What follows belongs to an exercise in optimizing a design on an open flow for small area; a production flow would make more cautious choices.
In this exercise RTL edits were held to simulation tests only and were not proved equivalent to the original.
No activity file was given, so power comes from the tool's default toggle rates. The flow treats the clock pin as an ideal source, which a real chip does not have.

== the baseline ==
Design apb_master_slave, start of the top module:
module apb_master_slave #(
    parameter int MEM_DEPTH   = 64,
    parameter int WAIT_STATES = 0
) (
    input  logic        clk,
    input  logic        rst,
    input  logic        wr_en,
    input  logic        transfer,
    input  logic [31:0] address,
    input  logic [31:0] write_data,
    output logic [31:0] read_data,
    output logic        ready
);
    localparam int AW = $clog2(MEM_DEPTH);
    localparam int NR = MEM_DEPTH / 2;       
    logic           r_setup;     
    logic           r_access;    
    logic           r_phase;     
    logic           r_write;     
    logic [AW-1:0]  r_idx;       
    logic [31:0]    r_wdata;     
    logic [31:0]    r_read_data;
    logic [32:0]    r_tap;       
    logic [31:0]    r_pos0 [NR];
    logic [31:0]    r_pos1 [NR];
    logic [NR-1:0]  r_v0;
    logic [NR-1:0]  r_v1;
    logic           w_ins;       
    logic [NR-1:0]  w_ring;      
    logic [32:0]    w_tap;       
    logic [32:0]    w_word;
    assign w_ins = r_write & (r_setup | r_access) & (r_idx[0] ^ r_phase);
    always_comb begin
        w_tap = '0;
  ...
Size: ~4700 cells after synthesis, about 2200 flip-flops.
clock: 5.0 ns
lec_check: 0
cap_margin: 20
core_margin: 2
core_utilization: 60
cts_buf_list: sky130_fd_sc_hd__clkbuf_4
cts_cluster_size: 20
slew_margin: 20
run.sh (not shown) runs the stock make flow with config.mk's settings and CLKGATE_MAP_FILE= SYNTH_SCRIPT=/design/flow/synth_recipe.tcl, a recipe that flattens the netlist after the stock synthesis.
--- input diff the baseline..the candidate ---
Settings: changing CTS_CLUSTER_SIZE from 20 to 30; changing CTS_BUF_LIST from sky130_fd_sc_hd__clkbuf_4 to sky130_fd_sc_hd__clkbuf_8.
==> summary.txt <==
Of the baseline and the candidate, the candidate shows the lower worst setup slack, with the baseline above it.
The baseline vs the candidate, worst min-delay path category: in -> reg vs in -> async
Changes observed in the candidate relative to the baseline: clock buffer count in the final layout went down 46%; fmax decreased by about 0.9% relative to the old numbers.
The lower routing usage on met1 came out of the baseline.
As far as cell area after layout is concerned, the candidate and the baseline perform about the same.

---

The RTL this note starts from:
==> flow/design.v <==
module apb_master_slave #(
    parameter int MEM_DEPTH   = 64,
    parameter int WAIT_STATES = 0
) (
    input  logic        clk,
    input  logic        rst,
    input  logic        wr_en,
    input  logic        transfer,
    input  logic [31:0] address,
    input  logic [31:0] write_data,
    output logic [31:0] read_data,
    output logic        ready
);
    localparam int NR = 16;                  
    logic           r_setup;     
    logic           r_access;    
    logic [1:0]     r_cnt;       
    logic [3:0]     r_clr;       
    logic [3:0]     r_pol;       
    logic [31:0]    r_read_data;
    logic [31:0]    r_tap;       
    logic           r_a_wr, r_b_wr;        
    logic           r_a_pend, r_b_pend;    
    logic [5:0]     r_a_idx, r_b_idx;
    logic           r_a_pol, r_b_pol;      
    logic [31:0]    r_a_data, r_b_data;
    logic [31:0]    r_pos [NR][4];
    function automatic logic at3(input logic [1:0] k, input logic [1:0] c);
        at3 = ((k + c) == 2'd3);
    endfunction
    logic           w_sample;
    logic [1:0]     w_cnt_n;
    logic [3:0]     w_pass;      
    logic [3:0]     w_clr_n, w_pol_n;
    logic           w_wipe;      
    logic           w_m_n;       
    logic           w_a_go, w_b_go;
    logic [NR-1:0]  w_sa, w_sb, w_h;
    logic [31:0]    w_pos0 [NR];
    logic [1:0]     w_rpos;      
    logic [2*NR-1:0] w_rsel;     
    logic [32*2*NR-1:0] w_rin;   
    logic [31:0]    w_tap;       
    logic           w_tapen;     
    logic           w_p;
    logic           w_fwd;
    logic           w_use_tap, w_use_b;
    logic           w_load;      
    logic           w_vld;       
    logic [31:0]    w_rd;
    logic [31:0]    w_rdn;       
    assign w_sample = transfer & ~r_setup;
    assign w_cnt_n  = r_cnt + 2'd1;
    for (genvar k = 0; k < 4; k++) begin : g_slot
        assign w_pass[k]  = at3(2'(k), r_cnt);
        assign w_clr_n[k] = r_clr[k] | w_pass[k];
        assign w_pol_n[k] = w_pass[k] ? (~r_pol[k] | ~r_clr[k]) : r_pol[k];
    end
    assign w_wipe = |(w_pass & ~r_clr);
    assign w_m_n = w_clr_n[address[1:0]] & w_pol_n[address[1:0]];
    assign w_a_go = r_a_pend & at3(r_a_idx[1:0], r_cnt[1:0]);
    assign w_b_go = r_b_pend & at3(r_b_idx[1:0], r_cnt[1:0])
                  & ~(r_a_pend && r_a_idx == r_b_idx);
    assign w_rpos = r_a_idx[1:0] + r_cnt[1:0];
    always_comb begin
        for (int r = 0; r < NR; r++) begin
            w_sa[r] = w_a_go & (r_a_idx[5:2] == 4'(r));
            w_sb[r] = w_b_go & (r_b_idx[5:2] == 4'(r));
            w_h[r]  = ~(w_sa[r] | w_sb[r] | w_wipe);
            w_rsel[2*r]   = (r_a_idx[5:2] == 4'(r)) & ~w_rpos[1] & w_tapen;
            w_rsel[2*r+1] = (r_a_idx[5:2] == 4'(r)) &  w_rpos[1] & w_tapen;
            w_rin[32*(2*r)   +: 32] = r_pos[r][0];
            w_rin[32*(2*r+1) +: 32] = r_pos[r][2];
        end
    end
    for (genvar r = 0; r < NR; r++) begin : g_ring
        for (genvar b = 0; b < 32; b++) begin : g_bit
            aoi222 u_in (
                .a1(w_h[r]),  .a2(r_pos[r][3][b]),
                .b1(w_sa[r]), .b2(r_a_data[b]),
                .c1(w_sb[r]), .c2(r_b_data[b]),
                .y (w_pos0[r][b])
            );
        end
    end
    assign w_fwd   = r_b_wr && (r_b_idx == r_a_idx);
    assign w_tapen = ~(r_access & (w_fwd | w_rpos[0]));
    assign w_use_tap = r_access & ~w_fwd & w_rpos[0];    
    assign w_use_b   = r_access & w_fwd;                 
    for (genvar b = 0; b < 32; b++) begin : g_rmux
        logic [2*NR+1:0] col;
        for (genvar i = 0; i < 2*NR; i++) begin : g_col
            assign col[i] = w_rin[32*i + b];
        end
        assign col[2*NR]   = r_tap[b];
        assign col[2*NR+1] = r_b_data[b];
        or34_sel u_mux (.sel({w_use_b, w_use_tap, w_rsel}), .d(col), .y(w_tap[b]));
    end
    assign w_p    = w_fwd ? r_b_pol : r_pol[r_a_idx[1:0]];
    assign w_load = r_access & ~r_a_wr;
    assign w_vld  = w_fwd | r_clr[r_a_idx[1:0]];
    for (genvar b = 0; b < 32; b++) begin : g_rd
        xor2 u_pol (.a(w_tap[b]), .b(w_p), .y(w_rd[b]));
        ao22 u_ld (
            .a1(w_load & w_vld), .a2(w_rd[b]),
            .b1(~w_load),        .b2(r_read_data[b]),
            .y (w_rdn[b])
        );
    end
    assign read_data = r_read_data;
    assign ready     = r_access;
    always_ff @(posedge clk or negedge rst) begin
        if (!rst) begin
            r_setup     <= 1'b0;
            r_access    <= 1'b0;
            r_cnt       <= '0;
            r_clr       <= '0;
            r_pol       <= '0;
            r_read_data <= '0;
            r_a_wr      <= 1'b0;
            r_b_wr      <= 1'b0;
            r_a_pend    <= 1'b0;
            r_b_pend    <= 1'b0;
        end else begin
            r_setup  <= w_sample;
            r_access <= r_setup;
            r_cnt    <= w_cnt_n;
            r_clr    <= w_clr_n;
            r_pol    <= w_pol_n;
            r_read_data <= w_rdn;
            if (w_sample) begin
                r_a_wr   <= wr_en;
                r_a_pend <= wr_en;
                r_b_wr   <= r_a_wr;
                r_b_pend <= r_a_pend & ~w_a_go;
            end else begin
                if (w_a_go) r_a_pend <= 1'b0;
                if (at3(r_b_idx[1:0], r_cnt[1:0])) r_b_pend <= 1'b0;
            end
        end
    end
    always_ff @(posedge clk) begin
        if (w_sample) begin
            r_a_idx  <= address[5:0];
            r_a_pol  <= w_m_n;
            r_a_data <= write_data ^ {32{w_m_n}};
            r_b_idx  <= r_a_idx;
            r_b_pol  <= r_a_pol;
            r_b_data <= r_a_data;
        end
        r_tap <= w_tap;
        for (int r = 0; r < NR; r++) begin
            r_pos[r][1] <= r_pos[r][0];
            r_pos[r][2] <= r_pos[r][1];
            r_pos[r][3] <= r_pos[r][2];
            r_pos[r][0] <= w_pos0[r];
        end
    end
endmodule
module aoi222 (
    input  logic a1, a2, b1, b2, c1, c2,
    output logic y
);
    assign y = ~((a1 & a2) | (b1 & b2) | (c1 & c2));
endmodule
module xor2 (
    input  logic a, b,
    output logic y
);
    assign y = a ^ b;
endmodule
module nand2 (
    input  logic a, b,
    output logic y
);
    assign y = ~(a & b);
endmodule
module ao22 (
    input  logic a1, a2, b1, b2,
    output logic y
);
    assign y = (a1 & a2) | (b1 & b2);
endmodule
module nand4 (
    input  logic a, b, c, d,
    output logic y
);
    assign y = ~(a & b & c & d);
endmodule
module nand3 (
    input  logic a, b, c,
    output logic y
);
    assign y = ~(a & b & c);
endmodule
module or3 (
    input  logic a, b, c,
    output logic y
);
    assign y = a | b | c;
endmodule
module or34_sel (
    input  logic [33:0] sel,
    input  logic [33:0] d,
    output logic        y
);
    logic [11:0] n;
    logic [2:0]  m;
    for (genvar g = 0; g < 11; g++) begin : g_aoi
        aoi222 u (.a1(sel[3*g]), .a2(d[3*g]), .b1(sel[3*g+1]), .b2(d[3*g+1]),
                  .c1(sel[3*g+2]), .c2(d[3*g+2]), .y(n[g]));
    end
    nand2 u_last (.a(sel[33]), .b(d[33]), .y(n[11]));
    nand4 u_m0 (.a(n[0]), .b(n[1]), .c(n[2]),  .d(n[3]),  .y(m[0]));
    nand4 u_m1 (.a(n[4]), .b(n[5]), .c(n[6]),  .d(n[7]),  .y(m[1]));
    nand4 u_m2 (.a(n[8]), .b(n[9]), .c(n[10]), .d(n[11]), .y(m[2]));
    or3   u_y  (.a(m[0]), .b(m[1]), .c(m[2]), .y(y));
endmodule
clock: 5.0 ns
lec_check: 0
cap_margin: 20
core_margin: 2
core_utilization: 50
place_density: 0.8
slew_margin: 20
synth_hierarchical: 1
synth_minimum_keep_size: 0
standard.sh (not shown) runs the stock make flow with config.mk's settings and CLKGATE_MAP_FILE= SYNTH_SCRIPT=/design/flow/synth_recipe.tcl, a recipe that flattens the netlist after the stock synthesis.
==> flow/flow/run.sh <==
#!/bin/bash
# The standard layout (standard.sh), with two changes passed to ORFS:
#  * the clock tree is built from larger sink clusters (up to 30 registers
#    per leaf buffer) and without dummy loads;
#  * each input and output port gets a buf_1 as its port buffer.
# The full output of the flow goes to standard.log here; ORFS keeps the
# per-step logs under orfs/logs.
set -o pipefail
export CTS_ARGS="-sink_clustering_enable -repair_clock_nets -sink_clustering_size 30 -sink_clustering_max_diameter 80 -sink_buffer_max_cap_derate 1.0 -dont_use_dummy_load -buf_list sky130_fd_sc_hd__clkbuf_16"
export BUFFER_PORTS_ARGS="-buffer_cell sky130_fd_sc_hd__buf_1"
bash standard.sh > standard.log 2>&1
The baseline completed with no timing, DRC or antenna violations.
Next try:
--- a/flow/config.mk
+++ b/flow/config.mk
@@ -11 +10,0 @@
-export PLACE_DENSITY = 0.8
What happened: The changed run finished with timing, DRC and antenna clean; power hardly moves; clock skew goes down by 0.0061 ns; hold slack degrades by 0.11 ns; sequential cell count stays the same; clock-buffer cell count is unchanged; via count goes down by 4.3%; utilization hardly moves; synthesized cell count stays the same; cell area hardly moves; final cell count hardly moves; worst setup slack improves by 0.30 ns.

## port drivers added, routing unchanged
The results above use ideal ports. As a check the final layouts listed here were re-extracted and re-timed, cells and wires unchanged.
Step 1 (the two cells are an assumption about what drives the block):
set clk [get_ports {clk}]
set_driving_cell -lib_cell sky130_fd_sc_hd__clkbuf_16 $clk
set_driving_cell -lib_cell sky130_fd_sc_hd__buf_2 [delete_from_list [all_inputs] $clk]
Step 2 adds t to the input delays and takes it off the output delays; t is the mean of the earliest and latest rising clock arrival at the registers after step 1. Input paths then give back, and output paths get back, about the clock's delay inside the block.
Slacks: ideal / step 1 / step 2; pairs: ideal / step 1.
| run | shift t [ns] | slack for setup (ns) | worst register clock-pin slew, ns | worst slew at a driven data input, ns | cell pins on the clock port's net |
|---|---|---|---|---|---|
| the baseline | 1.337 | 0.787 / 0.787 / 0.787 | 0.08 / 0.08 | 0.05 | 1 |
| the candidate | 1.023 | 0.748 / 0.748 / 0.748 | 0.07 / 0.07 | 0.05 | 1 |
| the first run of note 2 | 0.735 | 0.627 / 0.627 / 0.627 | 0.11 / 0.11 | 0.04 | 1 |
| the second run of note 2 | 0.754 | 0.923 / 0.923 / 0.923 | 0.11 / 0.11 | 0.03 | 1 |
After both steps every run listed still meets setup and hold.
